This design comes from an exercise in tuning for small area, a short achievable clock period and few clock cycles on the open sky130 flow, not from production work. In this exercise RTL edits were held to simulation tests only and were not proved equivalent to the original. Power figures rest on the tool's default switching activity, not on a simulated workload.

File: flow/flow/run.sh
#!/bin/bash
# Layout: the standard flow (standard.sh, all steps to finish), with
# - sky130_fd_sc_hd__buf_1 as the cell that buffers each input and output port;
# - clock tree synthesis on larger sink clusters driven by clkbuf_16 cells,
#   without dummy loads (the other CTS options are the standard ones).
# The full output of the run goes to standard.log in this folder; ORFS keeps
# each step's own log under orfs/logs.
set -uo pipefail
export BUFFER_PORTS_ARGS="-buffer_cell sky130_fd_sc_hd__buf_1"
export CTS_ARGS="-sink_clustering_enable -repair_clock_nets -dont_use_dummy_load -sink_clustering_size 25 -sink_clustering_max_diameter 60 -buf_list {sky130_fd_sc_hd__clkbuf_16}"
bash standard.sh > standard.log 2>&1
status=$?
tail -n 20 standard.log
exit $status
File: flow/standard.sh
#!/bin/bash
# synth_recipe.tcl (not shown) runs the flow's synth.tcl, then flattens the netlist and writes it again
# the make line also repeats each setting of config.mk as NAME=value (left out here)
make -C /OpenROAD-flow-scripts/flow DESIGN_CONFIG=/design/flow/config.mk WORK_HOME=/design/flow/orfs CLKGATE_MAP_FILE= SYNTH_SCRIPT=/design/flow/synth_recipe.tcl "${@:-finish}"
File: flow/config.mk
export PLATFORM = sky130hd
export DESIGN_NAME = moldudp64_rx_top
export DESIGN_NICKNAME = moldudp64_rx_top
export VERILOG_FILES = /design/flow/design.v
export SDC_FILE = /design/flow/constraint.sdc
export NUM_CORES = 4
export LEC_CHECK = 0
export CAP_MARGIN = 20
export CORE_MARGIN = 2
export CORE_UTILIZATION = 60
export SETUP_SLACK_MARGIN = 4.0
export SLEW_MARGIN = 20
File: flow/constraint.sdc
create_clock -name core_clock -period 6.5 [get_ports {clk}]
set_input_delay 1.3000 -clock core_clock [delete_from_list [all_inputs] [get_ports {clk}]]
set_output_delay 1.3000 -clock core_clock [all_outputs]
set_load 0.01 [all_outputs]
File: flow/design.v
`default_nettype none
package mold_pkg;
	typedef struct packed {
		logic                    valid;
		logic                    last;
		logic [8-1:0] keep;
		logic [64-1:0] data;
	} axis_beat_t;
	typedef struct packed {
		logic [80-1:0] sid;
		logic [64-1:0] seq;
		logic [16-1:0]  msg_cnt;
	} mold_header_t;
	typedef struct packed {
		logic [4-1:0]  cnt;
		logic [64-1:0] data;
	} byte_push_t;
	typedef struct packed {
		logic                    valid;
		logic                    start;
		logic                    last;
		logic [8-1:0] mask;
		logic [64-1:0] data;
	} mold_word_t;
	typedef struct packed {
		logic [80-1:0] sid;
		logic [64-1:0] seq;
	} mold_id_t;
endpackage
`default_nettype wire
`timescale 1ns/1ps
`default_nettype none
module moldudp64_rx_top
(
	input  wire        clk,
	input  wire        nreset,
	input  wire        s_tvalid,
	input  wire        s_tlast,
	input  wire [7:0]  s_tkeep,
	input  wire [63:0] s_tdata,
	output logic       s_tready,
	output logic       msg_valid,
	output logic       msg_start,
	output logic       msg_last,
	output logic [7:0] msg_mask,
	output logic [63:0] msg_data,
	output logic [79:0] msg_sid,
	output logic [63:0] msg_seq
);
localparam logic [2:0] M_H0 = 3'd0;    
localparam logic [2:0] M_H1 = 3'd1;    
localparam logic [2:0] M_H2 = 3'd2;    
localparam logic [2:0] M_LEN = 3'd3;   
localparam logic [2:0] M_BODY = 3'd4;  
logic [2:0]  mode_q;
logic [63:0] w0_q;
logic [3:0]  c_q;       
logic [15:0] rem_q;     
logic [3:0]  lw_q;      
logic [3:0]  np_q;      
logic        npok_q;    
logic [3:0]  lsel_q;    
logic        lastw_q;   
logic        zl_q;      
logic        first_q;   
logic [15:0] cnt_q;     
logic        lastmsg_q;
logic        fresh_q;   
logic        want_q;    
logic        need_q;    
logic        hold_q;    
logic [79:0] sid_q;
logic [63:0] seq_q;
logic        iv_q;
logic        inomsg_q;
logic [63:0] in_q;
logic        ov_q, os_q, ol_q;
logic [7:0]  om_q;
logic [63:0] od_q;
logic [7:0]  win [0:15];
logic [7:0]  in_z_q, in_le8_q, w0_z_q, w0_le8_q;
logic [15:0] win_z;     
logic [15:0] win_le8;   
always_comb begin
	for (int i = 0; i < 8; i++) begin
		win[i]   = w0_q[8*i +: 8];
		win[i+8] = in_q[8*i +: 8];
	end
	win_z   = {in_z_q, w0_z_q};
	win_le8 = {in_le8_q, w0_le8_q};
end
logic [135:0] win_flat;
logic [63:0]  word;
assign win_flat = {8'h00, in_q, w0_q};
logic [103:0] word_s4;
logic [79:0]  word_s2;
assign word_s4 = c_q[2] ? win_flat[135:32] : win_flat[103:0];
assign word_s2 = c_q[1] ? word_s4[95:16] : word_s4[79:0];
assign word    = c_q[0] ? word_s2[71:8] : word_s2[63:0];
logic [7:0]  winn [0:15];
logic [15:0] winn_le8;
logic [15:0] winn_z;
always_comb begin
	for (int i = 0; i < 15; i++) begin
		winn[i]     = win[i+1];
		winn_le8[i] = win_le8[i+1];
		winn_z[i]   = win_z[i+1];
	end
	winn[15]     = 8'd0;
	winn_le8[15] = 1'b0;
	winn_z[15]   = 1'b0;
end
logic [15:0] lfield;
logic        lf_zero;
logic        lf_le8;
logic [7:0]  lf_hi;
always_comb begin
	if (mode_q == M_LEN)
		lf_hi = word[7:0];
	else if (mode_q == M_H2)
		lf_hi = in_q[39:32];
	else
		lf_hi = 8'h00;
end
assign lfield  = {lf_hi, winn[lsel_q]};
assign lf_zero = win_z[lsel_q] & winn_z[lsel_q];
assign lf_le8  = win_z[lsel_q] & winn_le8[lsel_q];
logic [15:0] hcnt;
logic        nomsg;
assign hcnt  = {in_q[23:16], in_q[31:24]};
assign nomsg = inomsg_q;
logic       emit;
logic       seq_evt;
logic       load_len;
logic       msg_end;
logic [2:0] mode_n;
logic [4:0] cn;        
logic       comb;      
always_comb begin
	emit     = 1'b0;
	seq_evt  = 1'b0;
	load_len = 1'b0;
	msg_end  = 1'b0;
	comb     = 1'b0;
	mode_n   = mode_q;
	cn       = {1'b0, c_q};
	case (mode_q)
		M_H0: mode_n = M_H1;
		M_H1: mode_n = M_H2;
		M_H2: begin
			if (nomsg) begin
				mode_n = M_H0;
			end else begin
				load_len = 1'b1;
				mode_n   = M_BODY;
				cn       = 5'd14;
			end
		end
		M_LEN: begin
			if (!c_q[3]) begin
				load_len = 1'b1;
				mode_n   = M_BODY;
				cn       = {1'b0, c_q} + 5'd2;
			end
		end
		default: begin
			if (c_q[3]) begin
			end else if (zl_q) begin
				seq_evt = 1'b1;
				msg_end = 1'b1;
				if (lastmsg_q) begin
					if (c_q == 4'd0) begin
						mode_n = M_H1;
					end else begin
						mode_n = M_H0;
						cn     = 5'd8;
					end
				end else begin
					mode_n = M_LEN;
				end
			end else if (!lastw_q) begin
				emit    = 1'b1;
				seq_evt = first_q;
				cn      = {1'b0, c_q} + 5'd8;
			end else begin
				emit    = 1'b1;
				seq_evt = first_q;
				msg_end = 1'b1;
				if (lastmsg_q) begin
					mode_n = M_H0;
					cn     = (np_q > 4'd8) ? 5'd16 : 5'd8;
				end else begin
					load_len = 1'b1;
					comb     = 1'b1;
					cn       = {1'b0, np_q} + 5'd2;
				end
			end
		end
	endcase
end
logic act;
logic accept;
assign act      = !hold_q && (!need_q || iv_q);
assign accept   = want_q && iv_q;
assign s_tready = !iv_q || want_q;
always_ff @(posedge clk) begin
	if (!nreset)
		iv_q <= 1'b0;
	else if (s_tready)
		iv_q <= s_tvalid;
end
always_ff @(posedge clk) begin
	if (s_tready && s_tvalid) begin
		in_q <= s_tdata;
		inomsg_q <= s_tlast && !s_tkeep[4];
		for (int i = 0; i < 8; i++) begin
			in_z_q[i]   <= (s_tdata[8*i +: 8] == 8'd0);
			in_le8_q[i] <= (s_tdata[8*i +: 8] <= 8'd8);
		end
	end
end
logic [2:0] mode_nb;
always_comb begin
	mode_nb = mode_n;
	if (mode_n == M_H0 && accept && mode_q == M_BODY && cn == 5'd8)
		mode_nb = M_H1;
end
logic [4:0] c_nb;
assign c_nb = accept ? cn - 5'd8 : cn;
logic       fb;
logic [4:0] c_fb;
assign fb   = comb && (np_q >= 4'd14 || !win_z[lsel_q]);
assign c_fb = accept ? {1'b0, np_q} - 5'd8 : {1'b0, np_q};
logic [2:0] mode_adv;
logic [4:0] c_adv;
assign mode_adv = fb ? M_LEN : mode_nb;
assign c_adv    = fb ? c_fb : c_nb;
logic [2:0] mode_d;
logic [3:0] c_d;
logic       lastw_nl;   
logic       lastw_d;
logic       zl_d;
logic       lastmsg_d;
logic       npok_d;
logic [3:0] np_src;
always_comb begin
	lastw_nl = (act && emit && !lastw_q) ? (rem_q <= 16'd16) : lastw_q;
	mode_d    = act ? mode_adv : mode_q;
	c_d       = act ? c_adv[3:0] : c_q;
	lastw_d   = (act && load_len) ? lf_le8 : lastw_nl;
	zl_d      = (act && load_len) ? lf_zero : zl_q;
	lastmsg_d = lastmsg_q;
	if (act) begin
		if (msg_end)
			lastmsg_d = (cnt_q == 16'd2);
		if (mode_q == M_H2)
			lastmsg_d = (hcnt == 16'd1);
	end
	npok_d = !(act && load_len);
	np_src = c_q[3] ? lw_q : c_q + lw_q;
end
logic hz_next;   
assign hz_next = accept ? (np_src[0] ? win_z[15] : win_z[14])
                        : (np_src[0] ? win_z[7]  : win_z[6]);
function automatic logic [2:0] ctl(input logic [2:0] m, input logic [3:0] c,
	input logic lastw, input logic zl, input logic lastmsg, input logic npok,
	input logic [3:0] np, input logic hzn);
	logic want, need, hold;
	want = 1'b1;
	need = 1'b1;
	hold = 1'b0;
	if (m == M_H0 || m == M_H1 || m == M_H2 || c[3]) begin
		want = 1'b1;
		need = 1'b1;
	end else if (m == M_LEN) begin
		want = (c >= 4'd6);
		need = (c == 4'd7);
	end else if (!npok) begin
		want = !lastw;
		need = !lastw && (c != 4'd0);
		hold = lastw;
	end else if (zl) begin
		want = lastmsg && (c != 4'd0);
		need = 1'b0;
	end else if (!lastw) begin
		want = 1'b1;
		need = (c != 4'd0);
	end else if (lastmsg) begin
		want = 1'b1;
		need = (np > 4'd8);
	end else begin
		want = (np >= 4'd8) || ((np >= 4'd6) && hzn);
		need = (np >= 4'd7);
	end
	ctl = {want, need, hold};
endfunction
logic [2:0] ctl_idle, ctl_fb, ctl_nb0, ctl_nb1, ctl_d;
always_comb begin
	ctl_idle = ctl(mode_q, c_q, lastw_q, zl_q, lastmsg_q, 1'b1, np_src, hz_next);
	ctl_fb   = ctl(M_LEN, c_fb[3:0], lastw_nl, zl_q, lastmsg_d, 1'b0, np_src, hz_next);
	ctl_nb0  = ctl(mode_nb, c_nb[3:0], load_len ? 1'b0 : lastw_nl, zl_q, lastmsg_d,
	               !load_len, np_src, hz_next);
	ctl_nb1  = ctl(mode_nb, c_nb[3:0], load_len ? 1'b1 : lastw_nl, zl_q, lastmsg_d,
	               !load_len, np_src, hz_next);
	if (!act)
		ctl_d = ctl_idle;
	else if (fb)
		ctl_d = ctl_fb;
	else
		ctl_d = lf_le8 ? ctl_nb1 : ctl_nb0;
end
logic want_d, need_d, hold_d;
assign {want_d, need_d, hold_d} = ctl_d;
function automatic logic [3:0] lpos(input logic [2:0] m, input logic [3:0] c,
	input logic [3:0] np);
	if (m == M_H2)
		lpos = 4'd12;
	else if (m == M_LEN)
		lpos = c;
	else
		lpos = np;
endfunction
logic [3:0] lsel_d;
always_comb begin
	if (!act)
		lsel_d = lpos(mode_q, c_q, np_src);
	else if (fb)
		lsel_d = c_fb[3:0];
	else
		lsel_d = lpos(mode_nb, c_nb[3:0], np_src);
end
always_ff @(posedge clk) begin
	if (!nreset) begin
		mode_q <= M_H0;
		ov_q   <= 1'b0;
		want_q <= 1'b1;
		need_q <= 1'b1;
		hold_q <= 1'b0;
	end else begin
		mode_q <= mode_d;
		ov_q   <= act && emit;
		want_q <= want_d;
		need_q <= need_d;
		hold_q <= hold_d;
	end
end
always_ff @(posedge clk) begin
	if (accept) begin
		w0_q     <= in_q;
		w0_z_q   <= in_z_q;
		w0_le8_q <= in_le8_q;
	end
	c_q       <= c_d;
	lastw_q   <= lastw_d;
	zl_q      <= zl_d;
	lastmsg_q <= lastmsg_d;
	npok_q    <= npok_d;
	np_q      <= np_src;
	lsel_q    <= lsel_d;
	if (act) begin
		if (emit) begin
			first_q <= 1'b0;
			if (!lastw_q)
				rem_q <= rem_q - 16'd8;
		end
		if (load_len) begin
			rem_q   <= lfield;
			lw_q    <= (lfield[2:0] == 3'd0) ? 4'd8 : {1'b0, lfield[2:0]};
			first_q <= 1'b1;
		end
		if (msg_end)
			cnt_q <= cnt_q - 16'd1;
		if (mode_q == M_H2)
			cnt_q <= hcnt;
	end
end
always_ff @(posedge clk) begin
	if (act) begin
		if (mode_q == M_H1) begin
			sid_q        <= {w0_q[7:0], w0_q[15:8], w0_q[23:16], w0_q[31:24],
			                 w0_q[39:32], w0_q[47:40], w0_q[55:48], w0_q[63:56],
			                 in_q[7:0], in_q[15:8]};
			seq_q[63:16] <= {in_q[23:16], in_q[31:24], in_q[39:32],
			                 in_q[47:40], in_q[55:48], in_q[63:56]};
		end else if (mode_q == M_H2) begin
			seq_q[15:0] <= {in_q[7:0], in_q[15:8]};
			fresh_q     <= 1'b1;
		end else if (seq_evt) begin
			if (!fresh_q)
				seq_q <= seq_q + 64'd1;
			fresh_q <= 1'b0;
		end
	end
end
always_ff @(posedge clk) begin
	os_q <= first_q;
	ol_q <= lastw_q;
	od_q <= word;
	for (int i = 0; i < 8; i++)
		om_q[i] <= !lastw_q || (i < lw_q);
end
assign msg_valid = ov_q;
assign msg_start = os_q;
assign msg_last  = ol_q;
assign msg_mask  = om_q;
assign msg_data  = od_q;
assign msg_sid   = sid_q;
assign msg_seq   = seq_q;
endmodule
`default_nettype wire
==> out/metrics.yaml, run 1 <==
fmax_mhz: 392
ant_nets: 0
arrival_ns: 2.98
synth_simple_gate_area_frac: 0.123
rsz0062_at_grt: "yes"
cts_buffers: 35
ir_worst_vdd_uv: 218
avgSynthCellArea_sq_um: 11.9
cts_tree: "yes"
yosys.area_share.xor_xnor: 0.0384
ys_warn_count: 3
run_status: "no timing/DRC/antenna violations"
synth.area.top_cells: "edfxtp_1 51%, dfxtp_1 9.0%, mux2i_1 5.4%"
antenna_found_initial: 2
synth_top_area_frac: 0.507
dr.pass1.iters: 6
relSlewSlack: 0.293
yosys.area_share.adder: 0.00706
area_growth_syn_to_layout_pct: 17.9
drive_gt1_frac: 0.150
grt_pass1_vias: 15100
power_mw: 6.65
io_buffers: 288
yosys.area.top_type: "edfxtp_1"
start_util: 0.611
synth_edf_count: 347
overflow: 0
fin_area_sq_um: 24200
die_h_microns: 189
grt_pass1_wl_mm: 98.5
min_path_cells: 0
synth_async_sr_flop_share: 0
yosysUniqueCellTypes: 82
placed_area_sq_um: 22000
drc: 0
ctsHoldBuffers: 0
tightest_slew_ns: 1.06
path_class: "reg2reg"
cp.required_ns: 6.93
synth-compound-area-share: 0.109
synthFlopType: "edfxtp_1"
period_needed_ns: 2.55
ys_seq_elements: 439
setup_violations: 0
r2r_cells: 7
start_kind: "flip-flop"
initialDrtViolationCount: 2454
hold_viol_final: 0
synthTopCellsByCount: "347 x edfxtp_1, 196 x nand2_1, 156 x o21ai_0"
grt_use_total: 0.376
core_area_sq_um: 33600
cellPowerDensity_nw_per_um2: 274
min_period_over_period: 0.393
finalWirelength_mm: 69.6
synth_top_family_by_area: "simple AND/OR/NAND/NOR gates"
min_path_type: "reg2reg"
nFillCells: 2451
maxCapViolations: 0
cp_max_fo: 7
fp.dieArea_sq_um: 35700
htreeDepth: 2
clockBufferDepth: 3
syn_area_sq_um: 20500
nets: 2156
dieWidth_microns: 189
dp_hpwl_mm: 45.6
clk_pin_slew_ns: 0.08
clock_sinks: 439
leakage_nw: 8.40
slew_violations: 0
holdWs_ns: 0.445
place_congestion: 0.969
clock_skew_ns: 0.0531
ioPinCount: 296
final.setup.tns_ns: 0
syn-instance-count: 1729
insertion_delay_ns: 0.54
syn-num-nets: 1816
vias_per_cell: 6.60
yosysMostFrequentCell: "edfxtp_1"
grt_max_degree: 101
synth.yosys.seq_area_share: 0.597
synth_mux_area_frac: 0.0989
vias: 16600
wl_per_cell_microns: 27.7
worst_setup_path_end_kind: "flip-flop"
rows: 67
cts-root-buf: "clkbuf_16"
routing by layer:
layer  up-vias  part of all wire  global-route usage
li1       7129                 -                   -
met1      7936              0.38               0.534
met2      1309              0.42               0.535
met3       231              0.14              0.0858
met4         2             0.066               0.215
met5         -           0.00020                   0
layout make-up:
| cell class | count | area, sq um | share of cell area |
|---|---|---|---|
| Sequential cell | 439 | 12300 | 0.507 |
| Multi-Input combinational cell | 1158 | 8190 | 0.338 |
| Timing Repair Buffer | 398 | 2170 | 0.0898 |
| Clock buffer | 35 | 876 | 0.0361 |
| Tap cell | 448 | 561 | 0.0231 |
| Inverter | 36 | 140 | 0.00578 |
| Timing Repair inverter | 1 | 5.00 | 0.000207 |
| Antenna cell | 2 | 5.00 | 0.000207 |
stage by stage:
stage,util,setup slack (ns),std cells
after floorplan,-,3.73,1729
after global placement,0.654,2.97,2389
after detailed placement,0.654,2.93,2389
after CTS,0.708,3.96,2482
after global routing,0.721,3.88,2515
final,0.721,3.95,2517
logic make-up after synthesis:
kind of cell	count (synthesis)
compound gates	364
xor+xnor	90
fa+ha+maj	11
buf+inv	134
flops	439
mux	177
simple gates	514
path summary, 6_finish.rpt:
path | end | start | slack, ns
min reg2reg | sid_q[72] | w0_q[0] | 0.44
min | sid_q[72] | w0_q[0] | 0.44
max reg2reg | want_q | in_q[16] | 3.95
max | want_q | in_q[16] | 3.95
registers in the layout, summed over array words and instances, names as in the netlist, 7 cells and up:
name	flops
cnt_q	16
in_le8_q	8
in_q	64
in_z_q	8
od_q	64
om_q	8
rem_q	16
seq_q	64
sid_q	80
w0_le8_q	7
w0_q	64
w0_z_q	8
report_power, final:
part           internal [mW]  total (mW)  switching, mW
clock                  0.953        1.87          0.918
sequential              3.25        3.46          0.210
combinational          0.505        1.31          0.807
total                   4.71        6.65           1.93
worst max-delay path: stages (launching register included):
cell	delay (ns)
edfxtp_1	0.76
nor4_1	0.39
nand2_1	0.08
nor4_1	0.50
or3_1	0.24
a2111o_1	0.13
o2111ai_2	0.15
a41oi_2	0.21
cells in the final DEF, fill, tap and decap left out, types with 8 or more instances in the layout:
| cell | netlist | layout |
|---|---|---|
| a21o_1 | 9 | 8 |
| nand4_1 | 26 | 26 |
| a221oi_1 | 9 | 8 |
| and3_1 | 17 | 14 |
| a31oi_1 | 10 | 8 |
| mux2_2 | 50 | 50 |
| nor2_1 | 92 | 89 |
| and2_1 | 15 | 12 |
| ha_1 | 10 | 9 |
| buf_4 | 0 | 91 |
| buf_1 | 16 | 285 |
| nand2_1 | 196 | 194 |
| nor2b_1 | 23 | 18 |
| dfxtp_1 | 92 | 86 |
| a21oi_1 | 71 | 69 |
| xor2_1 | 47 | 45 |
| clkbuf_16 | 0 | 36 |
| nor4_1 | 13 | 10 |
| inv_1 | 33 | 28 |
| a22oi_1 | 12 | 12 |
| o21ai_0 | 156 | 150 |
| edfxtp_1 | 347 | 347 |
| or3_1 | 15 | 13 |
| or4_1 | 10 | 9 |
| nand3_1 | 31 | 30 |
| xnor2_1 | 43 | 41 |
| a211oi_1 | 16 | 14 |
| mux2i_1 | 110 | 107 |
| mux4_2 | 15 | 15 |
| nor3_1 | 36 | 27 |
timing repair:
item | 4_1_cts | 5_1_grt
pin swaps | 25 | 16
endpoints found under the hold margin | 0 | 0
setup buffers | 50 | 31
gates resized for setup | 72 | 44
gates cloned | 8 | 2
setup endpoints to repair | 258 | 203
Testbench counts, summed over its fixed seeds: cycles 15,562.
==> run 2, diff against run 1 <==
--- a/flow/design.v
+++ b/flow/design.v
@@ -71,6 +71,7 @@
 logic        hold_q;    
 logic [79:0] sid_q;
 logic [63:0] seq_q;
+logic        c16_q;     
 logic        iv_q;
 logic        inomsg_q;
 logic [63:0] in_q;
@@ -384,10 +385,14 @@
 			                 in_q[47:40], in_q[55:48], in_q[63:56]};
 		end else if (mode_q == M_H2) begin
 			seq_q[15:0] <= {in_q[7:0], in_q[15:8]};
+			c16_q       <= (in_q[15:0] == 16'hffff);
 			fresh_q     <= 1'b1;
 		end else if (seq_evt) begin
-			if (!fresh_q)
-				seq_q <= seq_q + 64'd1;
+			if (!fresh_q) begin
+				seq_q[15:0]  <= seq_q[15:0] + 16'd1;
+				seq_q[63:16] <= seq_q[63:16] + {47'd0, c16_q};
+				c16_q        <= (seq_q[15:0] == 16'hfffe);
+			end
 			fresh_q <= 1'b0;
 		end
 	end
==> run 2 against run 1 <==
Net effect:
- still clean on timing, DRC and antenna
- critical path depth grew 2
- utilization shrank 0.23 points
- first-iteration DRC count grew 5.8%
- maximum frequency shrank 6.0%
- via count grew 1.7%
- clock power is essentially flat
- final area is essentially flat
- combinational power grew 43%
- global-route usage grew 0.26 points
- register-to-register slack lost 0.16 ns
- critical path type unchanged
- largest power group unchanged
- highest routed layer unchanged
==> out/metrics.yaml, run 2 <==
place_congestion: 0.991  # was 0.969
nets: 2189  # was 2156
arrival_ns: 3.11  # was 2.98 ns
synth_edf_count: 348  # was 347
dp_hpwl_mm: 46.4  # was 45.6 mm
leakage_nw: 8.29  # was 8.40 nW
r2r_end: "want_q"  # unchanged
yosys.area_share.xor_xnor: 0.0368  # was 0.0384
dr.pass1.iters: 9  # was 6
ir_worst_vdd_uv: 222  # was 218 uV
power_switching_mw: 2.29  # was 1.93 mW
min_path_cells: 0  # unchanged
drc: 0  # unchanged
clk_pin_slew_ns: 0.07  # was 0.08 ns
regArea_sq_um: 12300  # about the same
ioPinCount: 296  # unchanged
start_util: 0.614  # was 0.611
vias: 16900  # was 16600
min_path_type: "reg2reg"  # unchanged
cp.required_ns: 6.89  # was 6.93 ns
final_cell_mix: "348 x edfxtp_1, 281 x buf_1, 218 x nand2_1"  # was 347 x edfxtp_1, 285 x buf_1, 194 x nand2_1
ctsHoldBuffers: 0  # unchanged
rrSetupSlack_ns: 3.78  # was 3.95 ns
grt_max_degree: 94  # was 101
synth.area.top_cells: "edfxtp_1 51%, dfxtp_1 8.9%, mux2i_1 4.6%"  # was edfxtp_1 51%, dfxtp_1 9.0%, mux2i_1 5.4%
synthTopCellsByCount: "348 x edfxtp_1, 220 x nand2_1, 169 x o21ai_0"  # was 347 x edfxtp_1, 196 x nand2_1, 156 x o21ai_0
die_h_microns: 190  # was 189 microns
synth_simple_gate_area_frac: 0.127  # was 0.123
setup_violations: 0  # unchanged
relSlewSlack: 0.304  # was 0.293
start_kind: "flip-flop"  # unchanged
cts-root-buf: "clkbuf_16"  # unchanged
area_growth_syn_to_layout_pct: 17.0  # was 17.9%
maxCapViolations: 0  # unchanged
final_util: 0.718  # was 0.721
htreeDepth: 2  # unchanged
placed_cells: 2442  # was 2389
avgSynthCellArea_sq_um: 11.6  # was 11.9 sq um
insertedDiodeCount: 0  # was 2
grt_pass1_vias: 15200  # was 15100
synth_top_area_frac: 0.505  # was 0.507
synth_mux_area_frac: 0.0891  # was 0.0989
wl_per_cell_microns: 27.4  # was 27.7 microns
combPwrFrac: 0.257  # was 0.197
cellPowerDensity_nw_per_um2: 300  # was 274 nW/um^2
min_period_over_period: 0.418  # was 0.393
tightest_slew_ns: 1.03  # was 1.06 ns
path_class: "reg2reg"  # unchanged
initialDrtViolationCount: 2596  # was 2454
rows: 67  # unchanged
rsz0062_at_grt: "yes"  # unchanged
synth-compound-area-share: 0.116  # was 0.109
yosysUniqueCellTypes: 83  # was 82
vias_per_cell: 6.64  # was 6.60
multi_input_area_sq_um: 8160  # was 8190 sq um
fin_cells: 2545  # was 2517
final_common_cell: "edfxtp_1"  # unchanged
syn-num-nets: 1870  # was 1816
yosysMostFrequentCell: "edfxtp_1"  # unchanged
grt_use_total: 0.379  # was 0.376
nFillCells: 2478  # was 2451
finalWirelength_mm: 69.7  # was 69.6 mm
clkPwrFrac: 0.257  # was 0.281
synth_async_sr_flop_share: 0  # unchanged
worst_slack_ns: 3.78  # was 3.95 ns
synth_top_family_by_area: "simple AND/OR/NAND/NOR gates"  # unchanged
yosys.area_share.adder: 0.00883  # was 0.00706
cts_tree: "yes"  # unchanged
clockBufferDepth: 3  # unchanged
io_buffers: 288  # unchanged
cp_max_fo: 2  # was 7
worstReg2RegStart: "c_q[0]"  # was in_q[16]
min_from: "first_q"  # was w0_q[0]
r2r_cells: 9  # was 7
fmax_mhz: 368  # was 392 MHz
ys_warn_count: 3  # unchanged
cts_buffers: 35  # unchanged
syn_area_sq_um: 20700  # was 20500 sq um
ant_nets: 0  # unchanged
intPower_mw: 4.98  # was 4.71 mW
yosys.area.top_type: "edfxtp_1"  # unchanged
hold_viol_final: 0  # unchanged
period_needed_ns: 2.72  # was 2.55 ns
insertion_delay_ns: 0.54  # about the same
worst_setup_path_end_kind: "flip-flop"  # unchanged
drive_gt1_frac: 0.139  # was 0.150
dpl_worst_slack_ns: 3.06  # was 2.93 ns
largest_reg_flops: 80  # unchanged
pwr-share-seq: 0.487  # was 0.521
holdWs_ns: 0.436  # was 0.445 ns
top_register: "sid_q"  # unchanged
synth.yosys.seq_area_share: 0.594  # was 0.597
slew_violations: 0  # unchanged
dieWidth_microns: 190  # was 189 microns
grt_pass1_wl_mm: 99.3  # was 98.5 mm
overflow: 0  # unchanged
final.setup.tns_ns: 0  # unchanged
run_status: "no timing/DRC/antenna violations"  # unchanged
clock_sinks: 440  # was 439
core_area_sq_um: 33700  # was 33600 sq um
synthFlopType: "edfxtp_1"  # unchanged
clock_skew_ns: 0.0445  # was 0.0531 ns
syn-instance-count: 1780  # was 1729
switching_share: 0.315  # was 0.291
hold_path_end: "os_q"  # was sid_q[72]
ys_seq_elements: 440  # was 439
fp.dieArea_sq_um: 36000  # was 35700 sq um
antenna_found_initial: 4  # was 2
-- run 2: changes by cell type after synthesis, sizes merged, moves of 8 or more --
cell / before / now
o21ai: 158 / 171
a221oi: 9 / 1
nand3: 31 / 46
mux2i: 110 / 96
nand2: 196 / 222
buf: 35 / 50
clkbuf: 63 / 52
nor2b: 23 / 32
nand4: 28 / 19
-- run 2: power groups by stage --
| stage | combinational, mW | sequential, mW | clock (mW) |
|---|---|---|---|
| detailed placement | 1.55 | 3.60 | 0 |
| finish | 1.87 | 3.54 | 1.87 |
| floorplan | 1.03 | 3.56 | 0 |
| CTS | 1.77 | 3.52 | 1.88 |
| global route | 1.96 | 3.55 | 1.97 |
| global placement | 1.54 | 3.59 | 0 |
-- run 2: final cells by class --
type | count | share of cell area
Tap cell | 448 | 0.0232
Sequential cell | 440 | 0.508
Inverter | 41 | 0.00703
Multi-Input combinational cell | 1198 | 0.337
Timing Repair inverter | 2 | 0.000413
Timing Repair Buffer | 381 | 0.0880
Clock buffer | 35 | 0.0362
-- run 2: logic make-up after synthesis --
group	count (synthesis)
simple gates	545
flops	440
compound gates	390
mux	161
buf+inv	143
xor+xnor	87
fa+ha+maj	14
-- run 2: per-layer routing --
metal | part of all wire | vias to the layer above | global-route usage
li1 | - | 7235 | -
met1 | 0.37 | 8080 | 0.529
met2 | 0.43 | 1336 | 0.557
met3 | 0.13 | 238 | 0.0963
met4 | 0.061 | 2 | 0.186
met5 | 0.00020 | - | 0
-- run 2: worst max path at each step --
stage	from	end	slack (ns)	depth (start not counted)
3_5_place_dp	mode_q[0]	rem_q[6]	3.06	7
3_3_place_gp	mode_q[0]	rem_q[3]	3.14	7
5_1_grt	c_q[0]	want_q	3.76	9
4_1_cts	c_q[0]	want_q	3.85	9
2_1_floorplan	iv_q	need_q	3.95	6
6_report	c_q[0]	want_q	3.78	9
-- run 2: critical path, stage by stage (launching register included) --
cell and delay (ns):
edfxtp_1 0.44, buf_12 0.16, ha_4 0.20, mux2_4 0.31, mux4_2 0.56, a211oi_4 0.31, o21a_1 0.17, nand3_2 0.12
a22oi_2 0.24, o22ai_2 0.08
-- run 2: per-stage QoR --
stage | area [sq um] | power (mW)
floorplan | 20700 | 4.59
global placement | 22200 | 5.13
detailed placement | 22200 | 5.15
CTS | 23900 | 7.17
global route | 24200 | 7.48
finish | 24200 | 7.27
-- run 2: what timing repair did --
action / CTS / global route
gates cloned: 10 / 1
pin swaps: 23 / 8
resized for setup: 67 / 43
endpoints found under the setup margin: 209 / 132
buffers inserted: 40 / 16
Testbench counts of run 2, summed over its fixed seeds: cycles 15,562.
==> run 3, diff against run 2 <==
--- a/flow/config.mk
+++ b/flow/config.mk
@@ -10,3 +10,4 @@
 export CORE_UTILIZATION = 60
 export SETUP_SLACK_MARGIN = 4.0
 export SLEW_MARGIN = 20
+export TNS_END_PERCENT = 30
==> run 3 against run 2 <==
Net effect:
- critical path depth shrank 1
- setup slack improved by 0.11 ns
- non-clock buffer count decreased by 16
- critical path type unchanged
==> out/metrics.yaml, run 3 <==
wl_per_cell_microns: 27.7  # was 27.4 microns
dr.pass1.iters: 6  # was 9
yosys.area_share.adder: 0.00883  # unchanged
cts_buffers: 29  # was 35
power_mw: 7.06  # was 7.27 mW
synth_mux_area_frac: 0.0891  # unchanged
rsz0062_at_grt: "yes"  # unchanged
r2r_cells: 8  # was 9
fp.dieArea_sq_um: 36000  # unchanged
worst_setup_path_end_kind: "flip-flop"  # unchanged
ioPinCount: 296  # unchanged
holdWs_ns: 0.442  # was 0.436 ns
largest_reg_flops: 80  # unchanged
cts-root-buf: "clkbuf_16"  # unchanged
leakage_nw: 8.07  # was 8.29 nW
clockBufferDepth: 3  # unchanged
synthTopCellsByCount: "348 x edfxtp_1, 220 x nand2_1, 169 x o21ai_0"  # unchanged
io_buffers: 288  # unchanged
place_congestion: 0.973  # was 0.991
dieWidth_microns: 190  # unchanged
dpl_worst_slack_ns: 2.73  # was 3.06 ns
overflow: 0  # unchanged
placed_area_sq_um: 22100  # was 22200 sq um
clk_pin_slew_ns: 0.10  # was 0.07 ns
slew_violations: 0  # unchanged
top_register: "sid_q"  # unchanged
hold_viol_final: 0  # unchanged
area_growth_syn_to_layout_pct: 15.6  # was 17.0%
setup_violations: 0  # unchanged
start_util: 0.614  # unchanged
rrSetupSlack_ns: 3.90  # was 3.78 ns
final_util: 0.709  # was 0.718
htreeDepth: 1  # was 2
fin_cells: 2524  # was 2545
vias_per_cell: 6.60  # was 6.64
hold_path_end: "w0_le8_q[3]"  # was os_q
cp.required_ns: 6.97  # was 6.89 ns
fin_area_sq_um: 23900  # was 24200 sq um
syn-instance-count: 1780  # unchanged
synthFlopType: "edfxtp_1"  # unchanged
yosysMostFrequentCell: "edfxtp_1"  # unchanged
avgSynthCellArea_sq_um: 11.6  # unchanged
final.setup.tns_ns: 0  # unchanged
ir_worst_vdd_uv: 260  # was 222 uV
fmax_mhz: 384  # was 368 MHz
grt_max_degree: 79  # was 94
start_kind: "flip-flop"  # unchanged
synth.yosys.seq_area_share: 0.594  # unchanged
synth_simple_gate_area_frac: 0.127  # unchanged
cts_tree: "yes"  # unchanged
antenna_found_initial: 5  # was 4
synth.area.top_cells: "edfxtp_1 51%, dfxtp_1 8.9%, mux2i_1 4.6%"  # unchanged
placed_cells: 2442  # unchanged
path_class: "reg2reg"  # unchanged
worst_slack_ns: 3.90  # was 3.78 ns
grt_pass1_vias: 15200  # about the same
min_period_over_period: 0.400  # was 0.418
min_path_cells: 0  # unchanged
period_needed_ns: 2.60  # was 2.72 ns
grt_use_total: 0.380  # was 0.379
ant_nets: 0  # unchanged
rows: 67  # unchanged
yosys.area.top_type: "edfxtp_1"  # unchanged
yosysUniqueCellTypes: 83  # unchanged
relSlewSlack: 0.335  # was 0.304
min_from: "in_le8_q[3]"  # was first_q
nets: 2167  # was 2189
cellPowerDensity_nw_per_um2: 295  # was 300 nW/um^2
synth_top_family_by_area: "simple AND/OR/NAND/NOR gates"  # unchanged
insertion_delay_ns: 0.60  # was 0.54 ns
min_path_type: "reg2reg"  # unchanged
core_area_sq_um: 33700  # unchanged
worstReg2RegStart: "c_q[0]"  # unchanged
finalWirelength_mm: 69.9  # was 69.7 mm
cp_max_fo: 5  # was 2
synth-compound-area-share: 0.116  # unchanged
ys_warn_count: 3  # unchanged
tightest_slew_ns: 0.998  # was 1.03 ns
clock_sinks: 440  # unchanged
clock_skew_ns: 0.0610  # was 0.0445 ns
drc: 0  # unchanged
ys_seq_elements: 440  # unchanged
synth_edf_count: 348  # unchanged
synth_async_sr_flop_share: 0  # unchanged
arrival_ns: 3.07  # was 3.11 ns
initialDrtViolationCount: 2544  # was 2596
run_status: "no timing/DRC/antenna violations"  # unchanged
syn-num-nets: 1870  # unchanged
die_h_microns: 190  # unchanged
drive_gt1_frac: 0.124  # was 0.139
grt_pass1_wl_mm: 99.6  # was 99.3 mm
syn_area_sq_um: 20700  # unchanged
ctsHoldBuffers: 0  # unchanged
dp_hpwl_mm: 47.2  # was 46.4 mm
final_cell_mix: "348 x edfxtp_1, 288 x buf_1, 220 x nand2_1"  # was 348 x edfxtp_1, 281 x buf_1, 218 x nand2_1
r2r_end: "want_q"  # unchanged
vias: 16600  # was 16900
final_common_cell: "edfxtp_1"  # unchanged
synth_top_area_frac: 0.505  # unchanged
maxCapViolations: 0  # unchanged
yosys.area_share.xor_xnor: 0.0368  # unchanged
[run 3: timing repair]
action	CTS	global route
pin swaps	13	10
cloned	10	1
setup buffers	32	9
setup endpoints to repair	276	132
resized for setup	59	33
[run 3: power by group]
| group | internal (mW) | switching, mW | leakage [nW] |
|---|---|---|---|
| Clock | 0.785 | 0.884 | 0.357 |
| Combinational | 0.700 | 1.15 | 3.68 |
| Sequential | 3.32 | 0.220 | 4.03 |
[run 3: area by class of cell]
| cell class | count | area, sq um |
|---|---|---|
| Sequential cell | 440 | 12300 |
| Fill cell | 2523 | 9800 |
| Multi-Input combinational cell | 1198 | 8170 |
| Timing Repair Buffer | 365 | 1950 |
| Clock buffer | 29 | 726 |
| Tap cell | 448 | 561 |
| Inverter | 41 | 173 |
| Timing Repair inverter | 2 | 10.0 |
| Antenna cell | 1 | 2.50 |
[run 3: critical path, cell delays in order (launching register included)]
cell       delay (ns)
edfxtp_1         0.44
ha_2             0.30
mux2_4           0.33
mux4_2           0.56
a2111oi_4        0.37
o221ai_2         0.18
o41a_1           0.16
o221ai_2         0.08
o22ai_2          0.08
[run 3: routing by layer]
metal,track usage,up-vias,wire length [microns]
met5,0,-,17
met4,0.186,2,4340
met3,0.0839,233,9390
met2,0.558,1286,30000
met1,0.539,7936,26200
li1,-,7190,-
[run 3: worst max path at each step]
stage,endpoint,startpoint,slack [ns]
after floorplan,need_q,iv_q,3.68
after global placement,rem_q[4],c_q[3],2.84
after global routing,lsel_q[0],c_q[0],3.84
final,want_q,c_q[0],3.90
after detailed placement,rem_q[3],mode_q[0],2.73
after CTS,want_q,lw_q[0],3.78
[run 3: cells by family (layout without fill, tap and decap cells)]
| family | after synthesis | after routing |
|---|---|---|
| AO/OA/AOI/OAI | 390 | 390 |
| AND/OR/NAND/NOR | 545 | 546 |
| other | 0 | 1 |
| flip-flops | 440 | 440 |
| XOR/XNOR | 87 | 87 |
| multiplexers | 161 | 161 |
| buffers and inverters | 143 | 437 |
| adder cells (fa/ha/maj) | 14 | 14 |
==> run 4, diff against run 3 <==
--- a/flow/design.v
+++ b/flow/design.v
@@ -261,11 +261,26 @@
 	np_src = c_q[3] ? lw_q : c_q + lw_q;
 end
 logic hz_next;   
-assign hz_next = accept ? (np_src[0] ? win_z[15] : win_z[14])
-                        : (np_src[0] ? win_z[7]  : win_z[6]);
+logic np_odd;
+assign np_odd  = c_q[3] ? lw_q[0] : (c_q[0] ^ lw_q[0]);
+assign hz_next = accept ? (np_odd ? win_z[15] : win_z[14])
+                        : (np_odd ? win_z[7]  : win_z[6]);
+function automatic logic np_ge(input logic [3:0] c, input logic [3:0] lw, input int k);
+	np_ge = 1'b0;
+	if (c[3]) begin
+		np_ge = ({28'd0, lw} >= k);
+	end else begin
+		for (int i = 0; i < 8; i++)
+			if (c[2:0] == 3'(i) && {28'd0, lw} >= k - i)
+				np_ge = 1'b1;
+	end
+endfunction
+logic [3:0] np_cmp;   
+assign np_cmp = {np_ge(c_q, lw_q, 9), np_ge(c_q, lw_q, 8),
+                 np_ge(c_q, lw_q, 7), np_ge(c_q, lw_q, 6)};
 function automatic logic [2:0] ctl(input logic [2:0] m, input logic [3:0] c,
 	input logic lastw, input logic zl, input logic lastmsg, input logic npok,
-	input logic [3:0] np, input logic hzn);
+	input logic [3:0] npc, input logic hzn);
 	logic want, need, hold;
 	want = 1'b1;
 	need = 1'b1;
@@ -288,21 +303,21 @@
 		need = (c != 4'd0);
 	end else if (lastmsg) begin
 		want = 1'b1;
-		need = (np > 4'd8);
+		need = npc[3];
 	end else begin
-		want = (np >= 4'd8) || ((np >= 4'd6) && hzn);
-		need = (np >= 4'd7);
+		want = npc[2] || (npc[0] && hzn);
+		need = npc[1];
 	end
 	ctl = {want, need, hold};
 endfunction
 logic [2:0] ctl_idle, ctl_fb, ctl_nb0, ctl_nb1, ctl_d;
 always_comb begin
-	ctl_idle = ctl(mode_q, c_q, lastw_q, zl_q, lastmsg_q, 1'b1, np_src, hz_next);
-	ctl_fb   = ctl(M_LEN, c_fb[3:0], lastw_nl, zl_q, lastmsg_d, 1'b0, np_src, hz_next);
+	ctl_idle = ctl(mode_q, c_q, lastw_q, zl_q, lastmsg_q, 1'b1, np_cmp, hz_next);
+	ctl_fb   = ctl(M_LEN, c_fb[3:0], lastw_nl, zl_q, lastmsg_d, 1'b0, np_cmp, hz_next);
 	ctl_nb0  = ctl(mode_nb, c_nb[3:0], load_len ? 1'b0 : lastw_nl, zl_q, lastmsg_d,
-	               !load_len, np_src, hz_next);
+	               !load_len, np_cmp, hz_next);
 	ctl_nb1  = ctl(mode_nb, c_nb[3:0], load_len ? 1'b1 : lastw_nl, zl_q, lastmsg_d,
-	               !load_len, np_src, hz_next);
+	               !load_len, np_cmp, hz_next);
 	if (!act)
 		ctl_d = ctl_idle;
 	else if (fb)
--- a/flow/config.mk
+++ b/flow/config.mk
@@ -10,4 +10,3 @@
 export CORE_UTILIZATION = 60
 export SETUP_SLACK_MARGIN = 4.0
 export SLEW_MARGIN = 20
-export TNS_END_PERCENT = 30
==> run 4 against run 3 <==
Net effect:
- critical path depth did not move
- register-to-register slack improved by 0.09 ns
- power rose by 0.31%
- non-clock buffer count rose by 37
- critical endpoint unchanged
- die area rose by 0.25%
- synthesized cell count rose by 0.34%
- clock power rose by 12%
- maximum frequency rose by 3.7%
- setup slack improved by 0.092 ns
- final area rose by 1.6%
- first-iteration DRC count fell by 14%
- utilization fell by 0.13 points
==> out/metrics.yaml, run 4 <==
ys_seq_elements: 440  # unchanged
grt_pass1_vias: 14800  # was 15200
clk_pin_slew_ns: 0.09  # was 0.10 ns
final_common_cell: "edfxtp_1"  # unchanged
place_congestion: 0.940  # was 0.973
cellPowerDensity_nw_per_um2: 292  # was 295 nW/um^2
ir_worst_vdd_uv: 223  # was 260 uV
avgSynthCellArea_sq_um: 11.6  # about the same
period_needed_ns: 2.51  # was 2.60 ns
maxCapViolations: 0  # unchanged
drc: 0  # unchanged
worst_setup_path_end_kind: "flip-flop"  # unchanged
synth.area.top_cells: "edfxtp_1 50%, dfxtp_1 8.9%, mux2i_1 5.5%"  # was edfxtp_1 51%, dfxtp_1 8.9%, mux2i_1 4.6%
yosysMostFrequentCell: "edfxtp_1"  # unchanged
rsz0062_at_grt: "yes"  # unchanged
start_util: 0.605  # was 0.614
initialDrtViolationCount: 2181  # was 2544
tightest_slew_ns: 1.05  # was 0.998 ns
start_kind: "flip-flop"  # unchanged
crit_slowest_cell: "edfxtp_1"  # was mux4_2
hold_viol_final: 0  # unchanged
cp_max_fo: 4  # was 5
dr.pass1.iters: 9  # was 6
final.setup.tns_ns: 0  # unchanged
finalWirelength_mm: 65.5  # was 69.9 mm
fp.dieArea_sq_um: 36100  # was 36000 sq um
wl_per_cell_microns: 25.4  # was 27.7 microns
leakage_nw: 8.40  # was 8.07 nW
slew_violations: 0  # unchanged
top_register: "sid_q"  # unchanged
yosysUniqueCellTypes: 77  # was 83
worst-path-buf-inv: 1  # was 0
dieWidth_microns: 190  # about the same
ys_warn_count: 3  # unchanged
core_area_sq_um: 34300  # was 33700 sq um
htreeDepth: 2  # was 1
cp.required_ns: 6.88  # was 6.97 ns
syn_area_sq_um: 20700  # about the same
vias_per_cell: 6.44  # was 6.60
max_stage_delay_ns: 0.46  # was 0.56 ns
clockBufferDepth: 3  # unchanged
rows: 68  # was 67
syn-instance-count: 1786  # was 1780
overflow: 0  # unchanged
synthTopCellsByCount: "348 x edfxtp_1, 210 x nand2_1, 162 x o21ai_0"  # was 348 x edfxtp_1, 220 x nand2_1, 169 x o21ai_0
synth_async_sr_flop_share: 0  # unchanged
final_util: 0.708  # was 0.709
dp_hpwl_mm: 44.4  # was 47.2 mm
setup_violations: 0  # unchanged
arrival_ns: 2.89  # was 3.07 ns
crit_family: "multiplexers"  # unchanged
drive_gt1_frac: 0.138  # was 0.124
power_mw: 7.08  # was 7.06 mW
nFillCells: 2552  # was 2523
vias: 16600  # about the same
min_period_over_period: 0.386  # was 0.400
path_cells: "buf_12 -> ha_4 -> mux2i_4 -> mux4_2 -> a211oi_4 -> nand3_1 -> a41oi_2 -> o211ai_1"  # was ha_2 -> mux2_4 -> mux4_2 -> a2111oi_4 -> o221ai_2 -> o41a_1 -> o221ai_2 -> o22ai_2
clock_sinks: 440  # unchanged
clock_skew_ns: 0.0628  # was 0.0610 ns
nets: 2209  # was 2167
syn-num-nets: 1876  # was 1870
relSlewSlack: 0.300  # was 0.335
ioPinCount: 296  # unchanged
ant_nets: 0  # unchanged
area_growth_syn_to_layout_pct: 17.0  # was 15.6%
synthFlopType: "edfxtp_1"  # unchanged
largest_reg_flops: 80  # unchanged
insertion_delay_ns: 0.56  # was 0.60 ns
synth_top_area_frac: 0.504  # was 0.505
antenna_found_initial: 1  # was 5
grt_pass1_wl_mm: 93.2  # was 99.6 mm
io_buffers: 288  # unchanged
cts_buffers: 35  # was 29
path_class: "reg2reg"  # unchanged
grt_max_degree: 96  # was 79
regArea_sq_um: 12300  # about the same
yosys.area.top_type: "edfxtp_1"  # unchanged
multi_input_area_sq_um: 8130  # was 8170 sq um
synth_edf_count: 348  # unchanged
die_h_microns: 190  # about the same
min_path_type: "reg2reg"  # unchanged
grt_use_total: 0.350  # was 0.380
cts-root-buf: "clkbuf_16"  # unchanged
run_status: "no timing/DRC/antenna violations"  # unchanged
cts_tree: "yes"  # unchanged
final_cell_mix: "348 x edfxtp_1, 283 x buf_1, 207 x nand2_1"  # was 348 x edfxtp_1, 288 x buf_1, 220 x nand2_1
fmax_mhz: 398  # was 384 MHz
synth.yosys.seq_area_share: 0.593  # was 0.594
==> run 4: final cells by class <==
cell class,count,share of cell area
clock buffers,35,0.0361
flip-flops and latches,440,0.507
repair buffers,402,0.0918
inverters,34,0.00649
well taps,455,0.0235
repair inverters,1,0.000206
multi-input cells,1205,0.335
diodes,1,0.000103
==> run 4: repair_timing <==
item / CTS / global route
hold endpoints to repair: 0 / 0
pin swaps: 9 / 11
hold buffers: 0 / 0
gates cloned: 5 / 3
endpoints found under the setup margin: 162 / 123
setup buffers: 43 / 41
gates resized for setup: 67 / 37
==> run 4: path summary, 6_finish.rpt <==
path,startpoint,to,slack [ns],cells after the start
hold reg to reg,first_q,os_q,0.42,0
hold / removal,first_q,os_q,0.42,0
setup / recovery,c_q[0],want_q,3.99,8
setup reg to reg,c_q[0],want_q,3.99,8
==> run 4: where the power goes <==
group	switching [mW]	leakage, nW	internal, mW
Sequential	0.222	4.03	3.31
Combinational	1.03	3.94	0.655
Clock	0.915	0.431	0.952
==> run 4: stage by stage <==
step | instance area [sq um] | setup WS, ns | std cells | hold slack (ns)
finish | 24300 | 3.99 | 2573 | 0.422
global route | 24300 | 3.88 | 2572 | 0.413
CTS | 23800 | 3.96 | 2527 | 0.413
detailed placement | 22100 | 2.51 | 2444 | 0.435
global placement | 22100 | 2.61 | 2444 | 0.435
floorplan | 20800 | 3.36 | 1786 | 0.343
==> run 4: layer usage <==
layer | wire, microns | part of all wire | GRT usage | up-vias
met5 | 0 | 0 | 0 | -
met4 | 2410 | 0.037 | 0.110 | 0
met3 | 8550 | 0.13 | 0.0919 | 168
met2 | 28300 | 0.43 | 0.513 | 1182
met1 | 26200 | 0.40 | 0.513 | 7929
li1 | - | - | - | 7297
==> run 4: kinds of logic (layout without fill, tap and decap cells) <==
logic type / Yosys count / in the layout / share of synthesized area
adders and majority gates: 14 / 14 / 0.00881
xor gates and xnor gates: 85 / 85 / 0.0359
DFF: 440 / 440 / 0.593
buffers and inverters: 141 / 472 / 0.0285
muxes: 184 / 184 / 0.0992
other: 0 / 1 / 0
and+or+nand+nor: 524 / 524 / 0.117
AOI/OAI and AO/OA: 398 / 398 / 0.118
Testbench counts of run 4, summed over its fixed seeds: cycles 15,562.
==> run 5, diff against run 4 <==
--- a/flow/config.mk
+++ b/flow/config.mk
@@ -10,3 +10,4 @@
 export CORE_UTILIZATION = 60
 export SETUP_SLACK_MARGIN = 4.0
 export SLEW_MARGIN = 20
+export TNS_END_PERCENT = 30
==> run 5 against run 4 <==
Net effect:
- still clean
- power is 0.33% higher
- final area is 0.64% lower
- maximum frequency is 1.3% lower
- largest power group unchanged
==> out/metrics.yaml, run 5 <==
max_stage_delay_ns: 0.40  # was 0.46 ns
final_util: 0.703  # was 0.708
crit_family: "flip-flops"  # was multiplexers
min_period_over_period: 0.391  # was 0.386
largest_reg_flops: 80  # unchanged
clock_skew_ns: 0.0662  # was 0.0628 ns
io_buffers: 288  # unchanged
insertion_delay_ns: 0.56  # about the same
place_congestion: 0.955  # was 0.940
path_class: "reg2out"  # was reg2reg
grt_use_total: 0.356  # was 0.350
start_util: 0.605  # unchanged
hold_viol_final: 0  # unchanged
die_h_microns: 190  # unchanged
worst_setup_path_end_kind: "primary output"  # was flip-flop
fmax_mhz: 393  # was 398 MHz
cp.required_ns: 5.20  # was 6.88 ns
synth.yosys.seq_area_share: 0.593  # unchanged
dp_hpwl_mm: 44.9  # was 44.4 mm
finalWirelength_mm: 65.9  # was 65.5 mm
final_cell_mix: "348 x edfxtp_1, 288 x buf_1, 208 x nand2_1"  # was 348 x edfxtp_1, 283 x buf_1, 207 x nand2_1
ys_warn_count: 3  # unchanged
relSlewSlack: 0.252  # was 0.300
dpl_worst_slack_ns: 2.67  # was 2.51 ns
maxCapViolations: 0  # unchanged
syn_area_sq_um: 20700  # unchanged
overflow: 0  # unchanged
setup_violations: 0  # unchanged
run_status: "no timing/DRC/antenna violations"  # unchanged
syn-num-nets: 1876  # unchanged
grt_max_degree: 96  # unchanged
synthTopCellsByCount: "348 x edfxtp_1, 210 x nand2_1, 162 x o21ai_0"  # unchanged
vias_per_cell: 6.43  # was 6.44
top_register: "sid_q"  # unchanged
period_needed_ns: 2.54  # was 2.51 ns
syn-instance-count: 1786  # unchanged
slew_violations: 0  # unchanged
drive_gt1_frac: 0.128  # was 0.138
vias: 16400  # was 16600
synth_top_area_frac: 0.504  # unchanged
htreeDepth: 2  # unchanged
core_area_sq_um: 34300  # unchanged
fin_cells: 2548  # was 2573
cts_tree: "yes"  # unchanged
rsz0062_at_grt: "yes"  # unchanged
crit_slowest_cell: "edfxtp_1"  # unchanged
synthFlopType: "edfxtp_1"  # unchanged
path_cells: "buf_4 -> buf_1"  # was buf_12 -> ha_4 -> mux2i_4 -> mux4_2 -> a211oi_4 -> nand3_1 -> a41oi_2 -> o211ai_1
drc: 0  # unchanged
insertedDiodeCount: 0  # was 1
min_path_type: "reg2reg"  # unchanged
worst_slack_ns: 3.96  # was 3.99 ns
power_mw: 7.11  # was 7.08 mW
yosysUniqueCellTypes: 77  # unchanged
clockBufferDepth: 3  # unchanged
cellPowerDensity_nw_per_um2: 295  # was 292 nW/um^2
final.setup.tns_ns: 0  # unchanged
placed_cells: 2451  # was 2444
synth_edf_count: 348  # unchanged
initialDrtViolationCount: 2155  # was 2181
yosysMostFrequentCell: "edfxtp_1"  # unchanged
avgSynthCellArea_sq_um: 11.6  # unchanged
yosys.area.top_type: "edfxtp_1"  # unchanged
dieWidth_microns: 190  # unchanged
start_kind: "flip-flop"  # unchanged
nFillCells: 2552  # unchanged
clk_pin_slew_ns: 0.08  # was 0.09 ns
ys_seq_elements: 440  # unchanged
ioPinCount: 296  # unchanged
area_growth_syn_to_layout_pct: 16.3  # was 17.0%
clock_sinks: 440  # unchanged
worst-path-buf-inv: 2  # was 1
grt_pass1_wl_mm: 94.6  # was 93.2 mm
rows: 68  # unchanged
synth.area.top_cells: "edfxtp_1 50%, dfxtp_1 8.9%, mux2i_1 5.5%"  # unchanged
leakage_nw: 8.28  # was 8.40 nW
fp.dieArea_sq_um: 36100  # unchanged
wl_per_cell_microns: 25.9  # was 25.4 microns
arrival_ns: 1.24  # was 2.89 ns
nets: 2185  # was 2209
final_common_cell: "edfxtp_1"  # unchanged
dr.pass1.iters: 8  # was 9
synth_async_sr_flop_share: 0  # unchanged
antenna_found_initial: 0  # was 1
ant_nets: 0  # unchanged
cts-root-buf: "clkbuf_16"  # unchanged
grt_pass1_vias: 14900  # was 14800
tightest_slew_ns: 1.12  # was 1.05 ns
ir_worst_vdd_uv: 240  # was 223 uV
cp_max_fo: 4  # unchanged
cts_buffers: 35  # unchanged
==> run 5: kinds of logic (layout without fill, tap and decap cells) <==
logic type / Yosys count / count (layout) / share of synthesized area
XOR/XNOR: 85 / 85 / 0.0359
multiplexers: 184 / 184 / 0.0992
buffers and inverters: 141 / 448 / 0.0285
AND/OR/NAND/NOR: 524 / 524 / 0.117
AO/OA/AOI/OAI: 398 / 398 / 0.118
adder cells (fa/ha/maj): 14 / 14 / 0.00881
flip-flops: 440 / 440 / 0.593
==> run 5: worst register-to-register path: stages (launching register included) <==
cell	delay, ns
dfxtp_4	0.36
buf_12	0.11
buf_4	0.15
buf_4	0.13
nor2b_1	0.52
a221oi_1	0.20
o221a_2	0.35
a211oi_4	0.39
nor3_1	0.08
==> run 5: repair_timing <==
| item | 4_1_cts | 5_1_grt |
|---|---|---|
| endpoints found under the hold margin | 0 | 0 |
| hold buffers | 0 | 0 |
| gates cloned | 5 | 3 |
| resized for setup | 61 | 50 |
| pin swaps | 9 | 13 |
| setup endpoints to repair | 223 | 130 |
| buffers inserted | 37 | 17 |
==> run 5: path summary, 6_finish.rpt <==
check | endpoint | slack [ns] | cells past startpoint | from
max reg2reg | lw_q[3] | 3.97 | 8 | lsel_q[0]
min | os_q | 0.44 | 0 | first_q
min reg2reg | os_q | 0.44 | 0 | first_q
max | msg_seq[28] | 3.96 | 2 | seq_q[28]
==> run 5: cell type report <==
| type | instances | area (sq um) | area share |
|---|---|---|---|
| Clock buffer | 35 | 876 | 0.0363 |
| Inverter | 34 | 149 | 0.00617 |
| Multi-Input combinational cell | 1205 | 8150 | 0.338 |
| Sequential cell | 440 | 12300 | 0.510 |
| Tap cell | 455 | 569 | 0.0236 |
| Timing Repair Buffer | 378 | 2060 | 0.0853 |
| Timing Repair inverter | 1 | 5.00 | 0.000208 |
==> run 5: per-stage QoR <==
step           area, sq um  hold WS [ns]
2_1_floorplan        20800         0.343
3_3_place_gp         22200         0.430
3_5_place_dp         22200         0.429
4_1_cts              23700         0.419
5_1_grt              24100         0.441
6_report             24100         0.438
==> run 5: report_power, final <==
group / switching [mW] / internal [mW] / total, mW
logic: 1.04 / 0.662 / 1.70
registers: 0.223 / 3.31 / 3.53
clock network: 0.923 / 0.953 / 1.88
==> run 5: routing by layer <==
layer | GRT usage | wire length, microns | part of all wire
met4 | 0.115 | 2260 | 0.034
met5 | 0 | 0 | 0
met3 | 0.0847 | 8760 | 0.13
met2 | 0.515 | 28600 | 0.43
met1 | 0.532 | 26300 | 0.40
==> run 6, diff against run 5 <==
--- a/flow/config.mk
+++ b/flow/config.mk
@@ -8,6 +8,6 @@
 export CAP_MARGIN = 20
 export CORE_MARGIN = 2
 export CORE_UTILIZATION = 60
-export SETUP_SLACK_MARGIN = 4.0
+export SETUP_SLACK_MARGIN = 4.3
 export SLEW_MARGIN = 20
 export TNS_END_PERCENT = 30
==> run 6 against run 5 <==
Net effect:
- synthesized cell count unchanged
- setup slack improved by 0.023 ns
- still clean
- combinational power grew 21%
- power up 5.1%
- register-to-register slack better by 0.05 ns
- critical path type unchanged
- area after synthesis unchanged
- clock-buffer cell count stayed put
- critical path depth decreased by 1
==> out/metrics.yaml, run 6 <==
grt_pass1_vias: 15600  # was 14900
synth.yosys.seq_area_share: 0.593  # unchanged
placed_cells: 2451  # unchanged
largest_reg_flops: 80  # unchanged
rsz0062_at_grt: "yes"  # unchanged
min_path_type: "reg2reg"  # unchanged
io_buffers: 288  # unchanged
dp_hpwl_mm: 44.9  # unchanged
nets: 2371  # was 2185
rows: 68  # unchanged
worst_setup_path_end_kind: "primary output"  # unchanged
relSlewSlack: 0.256  # was 0.252
grt_pass1_wl_mm: 100  # was 94.6 mm
dieWidth_microns: 190  # unchanged
rrSetupSlack_ns: 4.02  # was 3.97 ns
wl_per_cell_microns: 26.5  # was 25.9 microns
min_period_over_period: 0.388  # was 0.391
syn-instance-count: 1786  # unchanged
yosys.area.top_type: "edfxtp_1"  # unchanged
start_util: 0.605  # unchanged
htreeDepth: 2  # unchanged
initialDrtViolationCount: 2618  # was 2155
ys_seq_elements: 440  # unchanged
final.setup.tns_ns: 0  # unchanged
path_class: "reg2out"  # unchanged
period_needed_ns: 2.52  # was 2.54 ns
area_growth_syn_to_layout_pct: 27.7  # was 16.3%
leakage_nw: 9.65  # was 8.28 nW
grt_max_degree: 82  # was 96
grt_use_total: 0.378  # was 0.356
clk_pin_slew_ns: 0.09  # was 0.08 ns
synth.area.top_cells: "edfxtp_1 50%, dfxtp_1 8.9%, mux2i_1 5.5%"  # unchanged
yosysUniqueCellTypes: 77  # unchanged
core_area_sq_um: 34300  # unchanged
yosysMostFrequentCell: "edfxtp_1"  # unchanged
finalWirelength_mm: 72.6  # was 65.9 mm
cts-root-buf: "clkbuf_16"  # unchanged
synthTopCellsByCount: "348 x edfxtp_1, 210 x nand2_1, 162 x o21ai_0"  # unchanged
cellPowerDensity_nw_per_um2: 282  # was 295 nW/um^2
cp_max_fo: 4  # unchanged
insertion_delay_ns: 0.56  # about the same
die_h_microns: 190  # unchanged
avgSynthCellArea_sq_um: 11.6  # unchanged
synthFlopType: "edfxtp_1"  # unchanged
fp.dieArea_sq_um: 36100  # unchanged
cts_buffers: 35  # unchanged
nFillCells: 2188  # was 2552
top_register: "sid_q"  # unchanged
arrival_ns: 1.22  # was 1.24 ns
syn-num-nets: 1876  # unchanged
syn_area_sq_um: 20700  # unchanged
worst-path-buf-inv: 1  # was 2
cts_tree: "yes"  # unchanged
final_cell_mix: "348 x edfxtp_1, 235 x buf_1, 216 x buf_4"  # was 348 x edfxtp_1, 288 x buf_1, 208 x nand2_1
vias: 17900  # was 16400
crit_slowest_cell: "edfxtp_1"  # unchanged
ir_worst_vdd_uv: 246  # was 240 uV
path_cells: "clkbuf_2"  # was buf_4 -> buf_1
drive_gt1_frac: 0.257  # was 0.128
hold_viol_final: 0  # unchanged
cp.required_ns: 5.20  # about the same
tightest_slew_ns: 1.12  # about the same
synth_async_sr_flop_share: 0  # unchanged
clockBufferDepth: 3  # unchanged
fmax_mhz: 397  # was 393 MHz
overflow: 0  # unchanged
clock_skew_ns: 0.0612  # was 0.0662 ns
regArea_sq_um: 12300  # about the same
final_common_cell: "edfxtp_1"  # unchanged
vias_per_cell: 6.54  # was 6.43
synth_top_area_frac: 0.504  # unchanged
max_stage_delay_ns: 0.48  # was 0.40 ns
setup_violations: 0  # unchanged
start_kind: "flip-flop"  # unchanged
antenna_found_initial: 1  # was 0
fin_cells: 2734  # was 2548
insertedDiodeCount: 0  # unchanged
ys_warn_count: 3  # unchanged
drc: 0  # unchanged
run_status: "no timing/DRC/antenna violations"  # unchanged
multi_input_area_sq_um: 8620  # was 8150 sq um
maxCapViolations: 0  # unchanged
synth_edf_count: 348  # unchanged
clock_sinks: 440  # unchanged
ioPinCount: 296  # unchanged
slew_violations: 0  # unchanged
crit_family: "flip-flops"  # unchanged
dr.pass1.iters: 6  # was 8
ant_nets: 0  # unchanged
place_congestion: 0.955  # unchanged
## run 6: metrics by stage
stage	utilization	area [sq um]	hold WS (ns)	setup slack (ns)	power, mW
final	0.773	26500	0.445	3.98	7.47
after global routing	0.773	26500	0.433	3.94	7.67
after CTS	0.723	24800	0.426	3.97	7.22
after detailed placement	0.647	22200	0.429	2.67	5.00
after global placement	0.647	22200	0.430	2.73	4.98
after floorplan	-	20800	0.343	3.36	4.50
## run 6: kinds of logic after synthesis
logic type | count (synthesis) | synth area share
AND/OR/NAND/NOR | 524 | 0.117
flip-flops | 440 | 0.593
AO/OA/AOI/OAI | 398 | 0.118
multiplexers | 184 | 0.0992
buffers and inverters | 141 | 0.0285
XOR/XNOR | 85 | 0.0359
adder cells (fa/ha/maj) | 14 | 0.00881
## run 6: routing by layer
layer  vias up  share of wire  track usage
met2      1462           0.43        0.555
met1      8515           0.38        0.548
met4         2          0.050        0.137
met5         -        0.00017            0
li1       7639              -            -
met3       251           0.14       0.0974
## run 6: final cells by class
cell class	count	share of cell area
Sequential cell	440	0.465
Multi-Input combinational cell	1206	0.325
Timing Repair Buffer	563	0.149
Clock buffer	35	0.0331
Tap cell	455	0.0215
Inverter	34	0.00576
Timing Repair inverter	1	0.000189
## run 6: what timing repair did
item	4_1_cts	5_1_grt
setup buffers	82	145
hold buffers	0	0
resized for setup	186	154
pin swaps	42	56
gates cloned	16	5
setup endpoints to repair	509	433
## run 6: path summary, 6_finish.rpt
| kind | start | end | depth (start not counted) |
|---|---|---|---|
| setup / recovery | seq_q[5] | msg_seq[5] | 1 |
| hold / removal | w0_q[7] | sid_q[79] | 0 |
| setup reg to reg | lsel_q[1] | need_q | 9 |
| hold reg to reg | w0_q[7] | sid_q[79] | 0 |
## run 6: power breakdown
part | internal [mW] | switching [mW]
combinational | 0.883 | 1.17
clock | 0.953 | 0.934
sequential | 3.31 | 0.231
==> run 7, diff against run 6 <==
--- a/flow/config.mk
+++ b/flow/config.mk
@@ -7,7 +7,7 @@
 export LEC_CHECK = 0
 export CAP_MARGIN = 20
 export CORE_MARGIN = 2
-export CORE_UTILIZATION = 60
-export SETUP_SLACK_MARGIN = 4.3
+export CORE_UTILIZATION = 70
+export SETUP_SLACK_MARGIN = 4.0
 export SLEW_MARGIN = 20
 export TNS_END_PERCENT = 30
==> run 7 against run 6 <==
Net effect:
- first-iteration DRC count grew 13%
- final area is 8.4% lower
- global-route usage is 3.7 points higher
- clock-buffer cell count is 1 lower
- die area is 14% lower
- synthesized cell count did not move
- clock power decreased by 2%
- utilization grew 5.2 points
- routed wire length shrank 5.2%
- non-clock buffer count is 170 lower
- register-to-register slack got worse by 0.07 ns
- largest cell class unchanged
==> out/metrics.yaml, run 7 <==
run_status: "no timing/DRC/antenna violations"  # unchanged
final_common_cell: "edfxtp_1"  # unchanged
grt_max_degree: 96  # was 82
yosys.area.top_type: "edfxtp_1"  # unchanged
synth_edf_count: 348  # unchanged
nFillCells: 1639  # was 2188
ys_warn_count: 3  # unchanged
cp.required_ns: 5.20  # about the same
wl_per_cell_microns: 27.5  # was 26.5 microns
min_path_cells: 0  # unchanged
syn_area_sq_um: 20700  # unchanged
final_util: 0.825  # was 0.773
fin_cells: 2499  # was 2734
fp.dieArea_sq_um: 31000  # was 36100 sq um
vias_per_cell: 6.99  # was 6.54
synthTopCellsByCount: "348 x edfxtp_1, 210 x nand2_1, 162 x o21ai_0"  # unchanged
power_switching_mw: 2.24  # was 2.33 mW
cp_max_fo: 5  # was 4
overflow: 0  # unchanged
r2r_end: "need_q"  # unchanged
synth.yosys.seq_area_share: 0.593  # unchanged
min_from: "first_q"  # was w0_q[7]
syn-instance-count: 1786  # unchanged
switching_share: 0.312  # about the same
syn-num-nets: 1876  # unchanged
core_area_sq_um: 29400  # was 34300 sq um
cts_tree: "yes"  # unchanged
ys_seq_elements: 440  # unchanged
dr.pass1.iters: 7  # was 6
clkPwrFrac: 0.258  # was 0.252
tightest_slew_ns: 1.07  # was 1.12 ns
final.setup.tns_ns: 0  # unchanged
maxCapViolations: 0  # unchanged
start_util: 0.705  # was 0.605
cts-root-buf: "clkbuf_16"  # unchanged
yosysUniqueCellTypes: 77  # unchanged
final_cell_mix: "348 x edfxtp_1, 288 x buf_1, 208 x nand2_1"  # was 348 x edfxtp_1, 235 x buf_1, 216 x buf_4
period_needed_ns: 2.56  # was 2.52 ns
htreeDepth: 2  # unchanged
clock_skew_ns: 0.0504  # was 0.0612 ns
dpl_worst_slack_ns: 2.70  # was 2.67 ns
dp_hpwl_mm: 44.0  # was 44.9 mm
arrival_ns: 1.26  # was 1.22 ns
pwr-share-seq: 0.494  # was 0.473
grt_busiest_layer: "met2"  # unchanged
clock_sinks: 440  # unchanged
crit_slowest_cell: "edfxtp_1"  # unchanged
fin_area_sq_um: 24300  # was 26500 sq um
vias: 17500  # was 17900
run 7: changes by cell type in the layout (fill, tap and decap cells not counted), sizes merged, moves of 2 or more:
cell	change
clkbuf	-45
bufbuf	-5
clkinvlp	-2
diode	+2
buf	-121
inv	+2
run 7: worst max-delay path by stage:
stage / startpoint / to / slack, ns / cells past startpoint
3_3_place_gp: mode_q[1] / rem_q[8] / 2.71 / 6
3_5_place_dp: mode_q[1] / rem_q[8] / 2.70 / 6
6_report: seq_q[38] / msg_seq[38] / 3.94 / 1
4_1_cts: c16_q / seq_q[49] / 3.92 / 9
2_1_floorplan: iv_q / sid_q[0] / 3.36 / 5
5_1_grt: c_q[2] / need_q / 3.89 / 9
run 7: cell families after synthesis:
family          synth area share
mux                       0.0992
fa+ha+maj                0.00881
simple gates               0.117
flops                      0.593
xor+xnor                  0.0359
buf+inv                   0.0285
compound gates             0.118
run 7: timing repair:
item | 4_1_cts | 5_1_grt
hold buffers | 0 | 0
endpoints found under the hold margin | 0 | 0
setup buffers | 36 | 35
gates resized for setup | 60 | 53
endpoints found under the setup margin | 213 | 115
pin swaps | 9 | 19
cloned | 6 | 8
run 7: final cells by class:
type	count	share of cell area
clock buffers	34	0.0351
multi-input cells	1205	0.337
flip-flops and latches	440	0.508
repair inverters	1	0.000206
repair buffers	393	0.0933
inverters	34	0.00609
well taps	390	0.0201
diodes	2	0.000206
run 7: per-layer routing:
metal  up-vias  share of wire
li1       7290              -
met1      8140           0.35
met4         0          0.051
met2      1750           0.44
met5         -              0
met3       285           0.17
run 7: worst reg2reg max path: cells and delay by family (launching register included):
family	cells	cell delay [ns]
simple gates	3	0.62
buf+inv	2	0.34
flops	1	0.49
compound gates	4	0.70
xor+xnor	1	0.30
run 7: power by group through the flow:
stage / registers [mW] / logic (mW) / clock network (mW)
6_report: 3.55 / 1.78 / 1.85
5_1_grt: 3.55 / 1.87 / 1.93
4_1_cts: 3.52 / 1.58 / 1.83
3_5_place_dp: 3.57 / 1.41 / 0
3_3_place_gp: 3.56 / 1.39 / 0
2_1_floorplan: 3.53 / 0.966 / 0

Setup slack of run 7, layout unchanged: 3.942 ns with ideal ports, 3.887 ns with driving cells assumed (clock clkbuf_16, inputs buf_2), 3.736 ns with port delays also shifted by the 0.565 ns mid clock arrival.
